This design comes from an exercise in tuning for small area and a short achievable clock period on the open sky130 flow, not from production work. Function was checked by simulation only, so behaviour that the tests miss may differ from the original. Power figures rest on the tool's default switching activity, not on a simulated workload.

==> inputs of job 1326 <==
## y86_decode_regfile
module y86_decode_regfile
(
    input  logic         clk,
    input  logic         reset,
    input  logic [7:0]   opcode,
    input  logic [7:0]   rArB,
    input  logic [y86_pkg::W-1:0] valC,
    input  logic         reEn,
    input  logic         wrEn,
    input  logic [3:0]   registernumber1_write,
    input  logic [3:0]   registernumber2_write,
    input  logic [y86_pkg::W-1:0] val_write1,
    input  logic [y86_pkg::W-1:0] val_write2,
    output logic [3:0]   registernumber1,
    output logic [3:0]   registernumber2,
    output logic [3:0]   dst_e,
    output logic [3:0]   dst_m,
    output logic [y86_pkg::W-1:0] val_read1,
    output logic [y86_pkg::W-1:0] val_read2,
    output logic         error,
    output logic         regerr
);
==> module y86_rf_rbit, before the edit <==
module y86_rf_rbit
(
    input  logic [y86_pkg::NREG-1:0] sel,
    input  logic [y86_pkg::NREG-1:0] q,
    output logic                     d
);
    logic [4:0] g;
    for (genvar i = 0; i < 5; i++) begin : g_grp
        y86_rf_aoi3 u_g (.sel(sel[3*i+2:3*i]), .q(q[3*i+2:3*i]), .dn(g[i]));
    end
    assign d = !(&g);
endmodule
==> module y86_rf_pdec, before the edit <==
module y86_rf_pdec
(
    input  logic       en,
    input  logic [3:0] id,
    output logic [3:0] hi,
    output logic [3:0] lo
);
    for (genvar k = 0; k < 4; k++) begin : g_k
        assign hi[k] = en && (id[3:2] == 2'(k));
        assign lo[k] = (id[1:0] == 2'(k));
    end
endmodule
==> module y86_rf_rsel_sp, before the edit <==
module y86_rf_rsel_sp
(
    input  logic v,
    input  logic hi,
    input  logic lo,
    input  logic sp,
    output logic s
);
    assign s = v & ((hi & lo) | sp);
endmodule
==> module y86_regfile, before the edit <==
module y86_regfile
(
    input  logic         clk,
    input  logic         reset,
    input  logic         wr_en,
    input  logic         rd_en1,
    input  logic         rd_sp1,
    input  logic [3:0]   rd_id1,
    input  logic         rd_en2,
    input  logic         rd_sp2,
    input  logic [3:0]   rd_id2,
    input  logic [3:0]   wr_id1,
    input  logic [3:0]   wr_id2,
    input  logic [y86_pkg::W-1:0] wr_val1,
    input  logic [y86_pkg::W-1:0] wr_val2,
    output logic [y86_pkg::W-1:0] rd_val1,
    output logic [y86_pkg::W-1:0] rd_val2,
    output logic         regerr
);
    localparam int G  = 4;                  
    localparam int GW = y86_pkg::W / G;
    logic [y86_pkg::W-1:0] regs_reg [y86_pkg::NREG];
    logic [y86_pkg::W-1:0] regs_nxt [y86_pkg::NREG];
    logic [y86_pkg::NREG-1:0] valid_reg;
    logic [y86_pkg::NREG-1:0] we1, we2, hold;
    logic [y86_pkg::NREG-1:0] sel1 [G];
    logic [y86_pkg::NREG-1:0] sel2 [G];
    logic [3:0] hi1, lo1, hi2, lo2;
    always_comb begin
        for (int i = 0; i < y86_pkg::NREG; i++) begin
            we2[i]  = wr_en && (wr_id2 == 4'(i));
            we1[i]  = wr_en && (wr_id1 == 4'(i)) && !we2[i];
            hold[i] = !(we1[i] || we2[i]);
        end
    end
    always_ff @(posedge clk or posedge reset) begin
        if (reset) valid_reg <= '0;
        else       valid_reg <= valid_reg | ~hold;
    end
    generate
        for (genvar r = 0; r < y86_pkg::NREG; r++) begin : g_reg
            for (genvar b = 0; b < y86_pkg::W; b++) begin : g_bit
                y86_rf_wbit u_w (
                    .s2(we2[r]), .d2(wr_val2[b]), .s1(we1[r]), .d1(wr_val1[b]),
                    .h(hold[r]), .q(regs_reg[r][b]), .d(regs_nxt[r][b])
                );
            end
        end
    endgenerate
    always_ff @(posedge clk) begin
        for (int i = 0; i < y86_pkg::NREG; i++) regs_reg[i] <= regs_nxt[i];
    end
    y86_rf_pdec u_pd1 (.en(rd_en1), .id(rd_id1), .hi(hi1), .lo(lo1));
    y86_rf_pdec u_pd2 (.en(rd_en2), .id(rd_id2), .hi(hi2), .lo(lo2));
    generate
        for (genvar g = 0; g < G; g++) begin : g_grp
            for (genvar r = 0; r < y86_pkg::NREG; r++) begin : g_sel
                if (r == y86_pkg::REG_RSP) begin : g_sp
                    y86_rf_rsel_sp u_s1 (.v(valid_reg[r]), .hi(hi1[r/4]), .lo(lo1[r%4]), .sp(rd_sp1), .s(sel1[g][r]));
                    y86_rf_rsel_sp u_s2 (.v(valid_reg[r]), .hi(hi2[r/4]), .lo(lo2[r%4]), .sp(rd_sp2), .s(sel2[g][r]));
                end else begin : g_id
                    y86_rf_rsel u_s1 (.v(valid_reg[r]), .hi(hi1[r/4]), .lo(lo1[r%4]), .s(sel1[g][r]));
                    y86_rf_rsel u_s2 (.v(valid_reg[r]), .hi(hi2[r/4]), .lo(lo2[r%4]), .s(sel2[g][r]));
                end
            end
        end
    endgenerate
    generate
        for (genvar b = 0; b < y86_pkg::W; b++) begin : g_rd
            logic [y86_pkg::NREG-1:0] col;
            for (genvar r = 0; r < y86_pkg::NREG; r++) begin : g_col
                assign col[r] = regs_reg[r][b];
            end
            y86_rf_rbit u_r1 (.sel(sel1[b/GW]), .q(col), .d(rd_val1[b]));
            y86_rf_rbit u_r2 (.sel(sel2[b/GW]), .q(col), .d(rd_val2[b]));
        end
    endgenerate
    assign regerr = wr_en && (wr_id1 == wr_id2) && (wr_id1 != y86_pkg::REG_NONE);
endmodule
==> module y86_rf_aoi3, before the edit <==
module y86_rf_aoi3
(
    input  logic [2:0] sel,
    input  logic [2:0] q,
    output logic       dn
);
    assign dn = !(|(sel & q));
endmodule
==> module y86_rf_rsel, before the edit <==
module y86_rf_rsel
(
    input  logic v,
    input  logic hi,
    input  logic lo,
    output logic s
);
    assign s = v & hi & lo;
endmodule
==> module y86_decode_regfile, before the edit <==
module y86_decode_regfile
(
    input  logic         clk,
    input  logic         reset,
    input  logic [7:0]   opcode,
    input  logic [7:0]   rArB,
    input  logic [y86_pkg::W-1:0] valC,
    input  logic         reEn,
    input  logic         wrEn,
    input  logic [3:0]   registernumber1_write,
    input  logic [3:0]   registernumber2_write,
    input  logic [y86_pkg::W-1:0] val_write1,
    input  logic [y86_pkg::W-1:0] val_write2,
    output logic [3:0]   registernumber1,
    output logic [3:0]   registernumber2,
    output logic [3:0]   dst_e,
    output logic [3:0]   dst_m,
    output logic [y86_pkg::W-1:0] val_read1,
    output logic [y86_pkg::W-1:0] val_read2,
    output logic         error,
    output logic         regerr
);
    logic [3:0] icode, ifun, ra, rb;
    logic [3:0] src_a, src_b, dst_e_d, dst_m_d;
    logic       uses_ra, uses_rb, bad_icode, ra_must_none;
    logic       a_is_ra, a_is_rsp, b_is_rb, b_is_rsp;
    assign icode = opcode[7:4];
    assign ifun  = opcode[3:0];
    assign ra    = rArB[7:4];
    assign rb    = rArB[3:0];
    always_comb begin
        src_a        = y86_pkg::REG_NONE;
        src_b        = y86_pkg::REG_NONE;
        dst_e_d      = y86_pkg::REG_NONE;
        dst_m_d      = y86_pkg::REG_NONE;
        uses_ra      = 1'b0;
        uses_rb      = 1'b0;
        bad_icode    = 1'b0;
        ra_must_none = 1'b0;
        case (icode)
            y86_pkg::I_HALT, y86_pkg::I_NOP, y86_pkg::I_JXX: ;
            y86_pkg::I_CMOVXX: begin src_a = ra; dst_e_d = rb; uses_ra = 1'b1; uses_rb = 1'b1; end
            y86_pkg::I_IRMOVQ: begin dst_e_d = rb; uses_rb = 1'b1; ra_must_none = 1'b1; end
            y86_pkg::I_RMMOVQ: begin src_a = ra; src_b = rb; uses_ra = 1'b1; uses_rb = 1'b1; end
            y86_pkg::I_MRMOVQ: begin src_b = rb; dst_m_d = ra; uses_ra = 1'b1; uses_rb = 1'b1; end
            y86_pkg::I_OPQ:    begin src_a = ra; src_b = rb; dst_e_d = rb; uses_ra = 1'b1; uses_rb = 1'b1; end
            y86_pkg::I_CALL:   begin src_b = y86_pkg::REG_RSP; dst_e_d = y86_pkg::REG_RSP; end
            y86_pkg::I_RET:    begin src_a = y86_pkg::REG_RSP; src_b = y86_pkg::REG_RSP; dst_e_d = y86_pkg::REG_RSP; end
            y86_pkg::I_PUSHQ:  begin src_a = ra; src_b = y86_pkg::REG_RSP; dst_e_d = y86_pkg::REG_RSP; uses_ra = 1'b1; end
            y86_pkg::I_POPQ:   begin src_a = y86_pkg::REG_RSP; src_b = y86_pkg::REG_RSP; dst_e_d = y86_pkg::REG_RSP; dst_m_d = ra; uses_ra = 1'b1; end
            default:  bad_icode = 1'b1;
        endcase
    end
    assign error = bad_icode
                     || (ifun > y86_pkg::ifun_limit(icode))
                     || (uses_ra && ra == y86_pkg::REG_NONE)
                     || (uses_rb && rb == y86_pkg::REG_NONE)
                     || (ra_must_none && ra != y86_pkg::REG_NONE);
    assign registernumber1 = src_a;
    assign registernumber2 = src_b;
    assign dst_e           = dst_e_d;
    assign dst_m           = dst_m_d;
    always_comb begin
        a_is_ra  = 1'b0;
        a_is_rsp = 1'b0;
        b_is_rb  = 1'b0;
        b_is_rsp = 1'b0;
        case (icode)
            y86_pkg::I_CMOVXX: a_is_ra = 1'b1;
            y86_pkg::I_RMMOVQ: begin a_is_ra = 1'b1; b_is_rb = 1'b1; end
            y86_pkg::I_MRMOVQ: b_is_rb = 1'b1;
            y86_pkg::I_OPQ:    begin a_is_ra = 1'b1; b_is_rb = 1'b1; end
            y86_pkg::I_CALL:   b_is_rsp = 1'b1;
            y86_pkg::I_RET:    begin a_is_rsp = 1'b1; b_is_rsp = 1'b1; end
            y86_pkg::I_PUSHQ:  begin a_is_ra = 1'b1; b_is_rsp = 1'b1; end
            y86_pkg::I_POPQ:   begin a_is_rsp = 1'b1; b_is_rsp = 1'b1; end
            default: ;
        endcase
    end
    y86_regfile u_regfile (
        .clk      (clk),
        .reset    (reset),
        .wr_en    (wrEn),
        .rd_en1   (reEn && a_is_ra),
        .rd_sp1   (reEn && a_is_rsp),
        .rd_id1   (ra),
        .rd_en2   (reEn && b_is_rb),
        .rd_sp2   (reEn && b_is_rsp),
        .rd_id2   (rb),
        .wr_id1   (registernumber1_write),
        .wr_id2   (registernumber2_write),
        .wr_val1  (val_write1),
        .wr_val2  (val_write2),
        .rd_val1  (val_read1),
        .rd_val2  (val_read2),
        .regerr   (regerr)
    );
endmodule
export LEC_CHECK = 0
export CAP_MARGIN = 20
export CORE_MARGIN = 2
export CORE_UTILIZATION = 55
export CTS_BUF_LIST = sky130_fd_sc_hd__clkbuf_8
export CTS_CLUSTER_DIAMETER = 50
export CTS_CLUSTER_SIZE = 14
export SETUP_SLACK_MARGIN = 2.8
export SLEW_MARGIN = 20
export SYNTH_HIERARCHICAL = 1
create_clock -name core_clock -period 7.0 [get_ports {clk}]
run.sh (not shown) runs the stock make flow with config.mk's settings and CLKGATE_MAP_FILE= SYNTH_SCRIPT=/design/flow/synth_recipe.tcl, a recipe that flattens the netlist after the stock synthesis.
==> inputs of job 6366, as changes to job 1326 <==
--- a/flow/design.v
+++ b/flow/design.v
@@ -45,2 +45,34 @@
 endmodule
+module y86_rf_oai21
+(
+    input  logic a,
+    input  logic b,
+    input  logic c,
+    output logic y
+);
+    assign y = !((a | b) & c);
+endmodule
+module y86_rf_nand2
+(
+    input  logic a,
+    input  logic b,
+    output logic y
+);
+    assign y = !(a & b);
+endmodule
+module y86_rf_rfin
+(
+    input  logic [4:0] dn,
+    input  logic       en,
+    input  logic       spv,
+    input  logic       q4,
+    output logic       d
+);
+    logic any_lo, any_hi, id_n, sp_n;
+    assign any_lo = !(dn[0] & dn[1] & dn[2]);
+    assign any_hi = !(dn[3] & dn[4]);
+    y86_rf_oai21 u_id (.a(any_lo), .b(any_hi), .c(en), .y(id_n));
+    y86_rf_nand2 u_sp (.a(spv), .b(q4), .y(sp_n));
+    y86_rf_nand2 u_o  (.a(id_n), .b(sp_n), .y(d));
+endmodule
 module y86_rf_rbit
@@ -49,2 +81,4 @@
     input  logic [y86_pkg::NREG-1:0] q,
+    input  logic                     en,
+    input  logic                     spv,
     output logic                     d
@@ -55,3 +89,3 @@
     end
-    assign d = !(&g);
+    y86_rf_rfin u_f (.dn(g), .en(en), .spv(spv), .q4(q[y86_pkg::REG_RSP]), .d(d));
 endmodule
@@ -59,3 +93,2 @@
 (
-    input  logic       en,
     input  logic [3:0] id,
@@ -65,3 +98,3 @@
     for (genvar k = 0; k < 4; k++) begin : g_k
-        assign hi[k] = en && (id[3:2] == 2'(k));
+        assign hi[k] = (id[3:2] == 2'(k));
         assign lo[k] = (id[1:0] == 2'(k));
@@ -77,12 +110,2 @@
     assign s = v & hi & lo;
-endmodule
-module y86_rf_rsel_sp
-(
-    input  logic v,
-    input  logic hi,
-    input  logic lo,
-    input  logic sp,
-    output logic s
-);
-    assign s = v & ((hi & lo) | sp);
 endmodule
@@ -107,3 +130,3 @@
 );
-    localparam int G  = 4;                  
+    localparam int G  = 8;                  
     localparam int GW = y86_pkg::W / G;
@@ -116,2 +139,3 @@
     logic [3:0] hi1, lo1, hi2, lo2;
+    logic       spv1, spv2;
     always_comb begin
@@ -140,4 +164,4 @@
     end
-    y86_rf_pdec u_pd1 (.en(rd_en1), .id(rd_id1), .hi(hi1), .lo(lo1));
-    y86_rf_pdec u_pd2 (.en(rd_en2), .id(rd_id2), .hi(hi2), .lo(lo2));
+    y86_rf_pdec u_pd1 (.id(rd_id1), .hi(hi1), .lo(lo1));
+    y86_rf_pdec u_pd2 (.id(rd_id2), .hi(hi2), .lo(lo2));
     generate
@@ -145,9 +169,4 @@
             for (genvar r = 0; r < y86_pkg::NREG; r++) begin : g_sel
-                if (r == y86_pkg::REG_RSP) begin : g_sp
-                    y86_rf_rsel_sp u_s1 (.v(valid_reg[r]), .hi(hi1[r/4]), .lo(lo1[r%4]), .sp(rd_sp1), .s(sel1[g][r]));
-                    y86_rf_rsel_sp u_s2 (.v(valid_reg[r]), .hi(hi2[r/4]), .lo(lo2[r%4]), .sp(rd_sp2), .s(sel2[g][r]));
-                end else begin : g_id
-                    y86_rf_rsel u_s1 (.v(valid_reg[r]), .hi(hi1[r/4]), .lo(lo1[r%4]), .s(sel1[g][r]));
-                    y86_rf_rsel u_s2 (.v(valid_reg[r]), .hi(hi2[r/4]), .lo(lo2[r%4]), .s(sel2[g][r]));
-                end
+                y86_rf_rsel u_s1 (.v(valid_reg[r]), .hi(hi1[r/4]), .lo(lo1[r%4]), .s(sel1[g][r]));
+                y86_rf_rsel u_s2 (.v(valid_reg[r]), .hi(hi2[r/4]), .lo(lo2[r%4]), .s(sel2[g][r]));
             end
@@ -155,2 +174,4 @@
     endgenerate
+    assign spv1 = rd_sp1 && valid_reg[y86_pkg::REG_RSP];
+    assign spv2 = rd_sp2 && valid_reg[y86_pkg::REG_RSP];
     generate
@@ -161,4 +182,4 @@
             end
-            y86_rf_rbit u_r1 (.sel(sel1[b/GW]), .q(col), .d(rd_val1[b]));
-            y86_rf_rbit u_r2 (.sel(sel2[b/GW]), .q(col), .d(rd_val2[b]));
+            y86_rf_rbit u_r1 (.sel(sel1[b/GW]), .q(col), .en(rd_en1), .spv(spv1), .d(rd_val1[b]));
+            y86_rf_rbit u_r2 (.sel(sel2[b/GW]), .q(col), .en(rd_en2), .spv(spv2), .d(rd_val2[b]));
         end
==> flow/flow/run.sh (new file) <==
#!/bin/bash
# Layout flow: the standard ORFS flow (standard.sh, all steps), except
# - the port buffers are plain buf_1 cells instead of the delay cells
#   buffer_ports picks by default, so that timing repair can size them;
# - clock tree synthesis uses small clkbuf_4 clusters without dummy loads.
# The make output goes to standard.log; each ORFS step logs under orfs/logs/.
set -euo pipefail
export BUFFER_PORTS_ARGS="-buffer_cell sky130_fd_sc_hd__buf_1"
export CTS_ARGS="-sink_clustering_enable -repair_clock_nets -sink_clustering_size 8 -sink_clustering_max_diameter 40 -buf_list sky130_fd_sc_hd__clkbuf_4 -dont_use_dummy_load"
bash standard.sh > standard.log 2>&1
==> flow/standard.sh (new file) <==
#!/bin/bash
# synth_recipe.tcl (not shown) runs the flow's synth.tcl, then flattens the netlist and writes it again
# the make line also repeats each setting of config.mk as NAME=value (left out here)
make -C /OpenROAD-flow-scripts/flow DESIGN_CONFIG=/design/flow/config.mk WORK_HOME=/design/flow/orfs CLKGATE_MAP_FILE= SYNTH_SCRIPT=/design/flow/synth_recipe.tcl "${@:-finish}"
- CORE_UTILIZATION: 55 -> 30
- CTS_BUF_LIST: sky130_fd_sc_hd__clkbuf_8 -> default
- CTS_CLUSTER_DIAMETER: 50 -> default
- CTS_CLUSTER_SIZE: 14 -> default
removed: flow/run.sh
==> inputs of job 1013, as changes to job 1326 <==
--- a/flow/design.v
+++ b/flow/design.v
@@ -37,10 +37,2 @@
 endmodule
-module y86_rf_aoi3
-(
-    input  logic [2:0] sel,
-    input  logic [2:0] q,
-    output logic       dn
-);
-    assign dn = !(|(sel & q));
-endmodule
 module y86_rf_rbit
@@ -51,38 +43,3 @@
 );
-    logic [4:0] g;
-    for (genvar i = 0; i < 5; i++) begin : g_grp
-        y86_rf_aoi3 u_g (.sel(sel[3*i+2:3*i]), .q(q[3*i+2:3*i]), .dn(g[i]));
-    end
-    assign d = !(&g);
-endmodule
-module y86_rf_pdec
-(
-    input  logic       en,
-    input  logic [3:0] id,
-    output logic [3:0] hi,
-    output logic [3:0] lo
-);
-    for (genvar k = 0; k < 4; k++) begin : g_k
-        assign hi[k] = en && (id[3:2] == 2'(k));
-        assign lo[k] = (id[1:0] == 2'(k));
-    end
-endmodule
-module y86_rf_rsel
-(
-    input  logic v,
-    input  logic hi,
-    input  logic lo,
-    output logic s
-);
-    assign s = v & hi & lo;
-endmodule
-module y86_rf_rsel_sp
-(
-    input  logic v,
-    input  logic hi,
-    input  logic lo,
-    input  logic sp,
-    output logic s
-);
-    assign s = v & ((hi & lo) | sp);
+    assign d = |(sel & q);
 endmodule
@@ -92,8 +49,5 @@
     input  logic         reset,
+    input  logic         re_en,
     input  logic         wr_en,
-    input  logic         rd_en1,
-    input  logic         rd_sp1,
     input  logic [3:0]   rd_id1,
-    input  logic         rd_en2,
-    input  logic         rd_sp2,
     input  logic [3:0]   rd_id2,
@@ -107,4 +61,2 @@
 );
-    localparam int G  = 4;                  
-    localparam int GW = y86_pkg::W / G;
     logic [y86_pkg::W-1:0] regs_reg [y86_pkg::NREG];
@@ -112,6 +64,3 @@
     logic [y86_pkg::NREG-1:0] valid_reg;
-    logic [y86_pkg::NREG-1:0] we1, we2, hold;
-    logic [y86_pkg::NREG-1:0] sel1 [G];
-    logic [y86_pkg::NREG-1:0] sel2 [G];
-    logic [3:0] hi1, lo1, hi2, lo2;
+    logic [y86_pkg::NREG-1:0] we1, we2, hold, sel1, sel2;
     always_comb begin
@@ -140,17 +89,8 @@
     end
-    y86_rf_pdec u_pd1 (.en(rd_en1), .id(rd_id1), .hi(hi1), .lo(lo1));
-    y86_rf_pdec u_pd2 (.en(rd_en2), .id(rd_id2), .hi(hi2), .lo(lo2));
-    generate
-        for (genvar g = 0; g < G; g++) begin : g_grp
-            for (genvar r = 0; r < y86_pkg::NREG; r++) begin : g_sel
-                if (r == y86_pkg::REG_RSP) begin : g_sp
-                    y86_rf_rsel_sp u_s1 (.v(valid_reg[r]), .hi(hi1[r/4]), .lo(lo1[r%4]), .sp(rd_sp1), .s(sel1[g][r]));
-                    y86_rf_rsel_sp u_s2 (.v(valid_reg[r]), .hi(hi2[r/4]), .lo(lo2[r%4]), .sp(rd_sp2), .s(sel2[g][r]));
-                end else begin : g_id
-                    y86_rf_rsel u_s1 (.v(valid_reg[r]), .hi(hi1[r/4]), .lo(lo1[r%4]), .s(sel1[g][r]));
-                    y86_rf_rsel u_s2 (.v(valid_reg[r]), .hi(hi2[r/4]), .lo(lo2[r%4]), .s(sel2[g][r]));
-                end
-            end
+    always_comb begin
+        for (int i = 0; i < y86_pkg::NREG; i++) begin
+            sel1[i] = re_en && valid_reg[i] && (rd_id1 == 4'(i));
+            sel2[i] = re_en && valid_reg[i] && (rd_id2 == 4'(i));
         end
-    endgenerate
+    end
     generate
@@ -161,4 +101,4 @@
             end
-            y86_rf_rbit u_r1 (.sel(sel1[b/GW]), .q(col), .d(rd_val1[b]));
-            y86_rf_rbit u_r2 (.sel(sel2[b/GW]), .q(col), .d(rd_val2[b]));
+            y86_rf_rbit u_r1 (.sel(sel1), .q(col), .d(rd_val1[b]));
+            y86_rf_rbit u_r2 (.sel(sel2), .q(col), .d(rd_val2[b]));
         end
@@ -192,3 +132,2 @@
     logic       uses_ra, uses_rb, bad_icode, ra_must_none;
-    logic       a_is_ra, a_is_rsp, b_is_rb, b_is_rsp;
     assign icode = opcode[7:4];
@@ -229,36 +168,16 @@
     assign dst_m           = dst_m_d;
-    always_comb begin
-        a_is_ra  = 1'b0;
-        a_is_rsp = 1'b0;
-        b_is_rb  = 1'b0;
-        b_is_rsp = 1'b0;
-        case (icode)
-            y86_pkg::I_CMOVXX: a_is_ra = 1'b1;
-            y86_pkg::I_RMMOVQ: begin a_is_ra = 1'b1; b_is_rb = 1'b1; end
-            y86_pkg::I_MRMOVQ: b_is_rb = 1'b1;
-            y86_pkg::I_OPQ:    begin a_is_ra = 1'b1; b_is_rb = 1'b1; end
-            y86_pkg::I_CALL:   b_is_rsp = 1'b1;
-            y86_pkg::I_RET:    begin a_is_rsp = 1'b1; b_is_rsp = 1'b1; end
-            y86_pkg::I_PUSHQ:  begin a_is_ra = 1'b1; b_is_rsp = 1'b1; end
-            y86_pkg::I_POPQ:   begin a_is_rsp = 1'b1; b_is_rsp = 1'b1; end
-            default: ;
-        endcase
-    end
     y86_regfile u_regfile (
-        .clk      (clk),
-        .reset    (reset),
-        .wr_en    (wrEn),
-        .rd_en1   (reEn && a_is_ra),
-        .rd_sp1   (reEn && a_is_rsp),
-        .rd_id1   (ra),
-        .rd_en2   (reEn && b_is_rb),
-        .rd_sp2   (reEn && b_is_rsp),
-        .rd_id2   (rb),
-        .wr_id1   (registernumber1_write),
-        .wr_id2   (registernumber2_write),
-        .wr_val1  (val_write1),
-        .wr_val2  (val_write2),
-        .rd_val1  (val_read1),
-        .rd_val2  (val_read2),
-        .regerr   (regerr)
+        .clk     (clk),
+        .reset   (reset),
+        .re_en   (reEn),
+        .wr_en   (wrEn),
+        .rd_id1  (src_a),
+        .rd_id2  (src_b),
+        .wr_id1  (registernumber1_write),
+        .wr_id2  (registernumber2_write),
+        .wr_val1 (val_write1),
+        .wr_val2 (val_write2),
+        .rd_val1 (val_read1),
+        .rd_val2 (val_read2),
+        .regerr  (regerr)
     );
- CORE_UTILIZATION: 55 -> 30
- CTS_BUF_LIST: sky130_fd_sc_hd__clkbuf_8 -> default
- CTS_CLUSTER_DIAMETER: 50 -> default
- CTS_CLUSTER_SIZE: 14 -> default
- SETUP_SLACK_MARGIN: 2.8 -> 0.3
==> summary.txt <==
Run status: job 6366 timing/DRC/antenna clean; job 1013 timing/DRC/antenna clean; job 1326 timing/DRC/antenna clean
Core Area: job 6366 148000 sq um; job 1013 143000 sq um; job 1326 77100 sq um
Clock transition at path regs: job 6366 0.09 ns; job 1013 0.07 ns; job 1326 0.07 ns
First-pass GRT wire length: job 6366 369000 microns; job 1013 314000 microns; job 1326 311000 microns
Slowest library cell on the worst path: job 6366 sky130_fd_sc_hd__a222oi_1; job 1013 sky130_fd_sc_hd__clkdlybuf4s50_1; job 1326 sky130_fd_sc_hd__a222oi_1
Final core occ: job 6366 37.3%; job 1013 37.8%; job 1326 70.3%
Root Driver: job 6366 sky130_fd_sc_hd__clkbuf_4; job 1013 sky130_fd_sc_hd__clkbuf_16; job 1326 sky130_fd_sc_hd__clkbuf_8
Worst Setup SP: job 6366 rArB[4]; job 1013 opcode[5]; job 1326 opcode[7]
Initial Utilization: job 6366 30.2%; job 1013 30.1%; job 1326 55.3%
Global Route met2 Usage: job 6366 45.9%; job 1013 42.4%; job 1326 72.6%
Share of the synthesized area in the top cell type: job 6366 43.1%; job 1013 44.6%; job 1326 45.1%
Combined area of the multi-input logic cells: job 6366 23700 sq um; job 1013 20200 sq um; job 1326 20500 sq um
Pre-CTS setup slack: job 6366 1.40 ns; job 1013 0.348 ns; job 1326 0.465 ns
Nets: job 6366 5555; job 1013 5030; job 1326 5075
RSZ-0062 raised after global routing: job 6366 true; job 1013 false; job 1326 true
Worst-case vdd ir drop: job 6366 0.174 mV; job 1013 0.194 mV; job 1326 0.202 mV
Portion of total power attributed to sequential cells: job 6366 55.2%; job 1013 47.4%; job 1326 53.9%
Tightest Pin Transition: job 6366 1.30 ns; job 1013 1.28 ns; job 1326 1.19 ns
Aggregate global-route resource usage: job 6366 32.8%; job 1013 28.5%; job 1326 52.3%
Sequential power: job 6366 8.05 mW; job 1013 7.93 mW; job 1326 7.98 mW
Count of plain and timing-repair buffers: job 6366 534; job 1013 444; job 1326 636
FF-to-FF path depth: job 6366 2; job 1013 2; job 1326 1
Post-DP HPWL: job 6366 145000 microns; job 1013 122000 microns; job 1326 114000 microns
GR Layer Usage met1: job 6366 39.2%; job 1013 36.6%; job 1326 64.0%
Leakage power of the design: job 6366 25.0 nW; job 1013 23.1 nW; job 1326 24.8 nW
Area share of xor/xnor cells in the synthesized design: job 6366 0.0589%; job 1013 0.0812%; job 1326 0.0617%
Area share of fa/ha/maj cells after synthesis: job 6366 0.0842%; job 1013 0.0870%; job 1326 0.0881%

-- port drivers added, routing unchanged --
Ports are ideal in the flow. The routed layouts listed here were re-timed in OpenROAD. Step 1 (the two cells are an assumption about what drives the block):
set clk [get_ports {clk}]
set_driving_cell -lib_cell sky130_fd_sc_hd__clkbuf_16 $clk
set_driving_cell -lib_cell sky130_fd_sc_hd__buf_2 [delete_from_list [all_inputs] $clk]
Step 2 times the ports against the registers' clock, not the clock port: input delays grow and output delays shrink by t, the midpoint of the rising clock arrivals with the driver on. Three values: ideal, step 1, step 2; two values: the first two.
| run | t, ns | setup WS [ns] | worst setup path after step 2 | clock arrival spread, ns | pins driven straight from the clock port |
|---|---|---|---|---|---|
| job 1326 | 0.879 | 1.833 / 1.769 / 1.769 | input to output | 0.061 / 0.061 | 1 |
| job 6366 | 1.205 | 2.224 / 1.958 / 1.694 | input to register | 0.132 / 0.131 | 1 |
| job 1013 | 0.806 | 0.503 / 0.469 / 0.469 | input to output | 0.047 / 0.047 | 1 |
After both steps every run listed still meets setup and hold. For job 6366, which loses most, drivers alone change the setup slack by -0.266 ns; drivers and shift together by -0.530 ns.
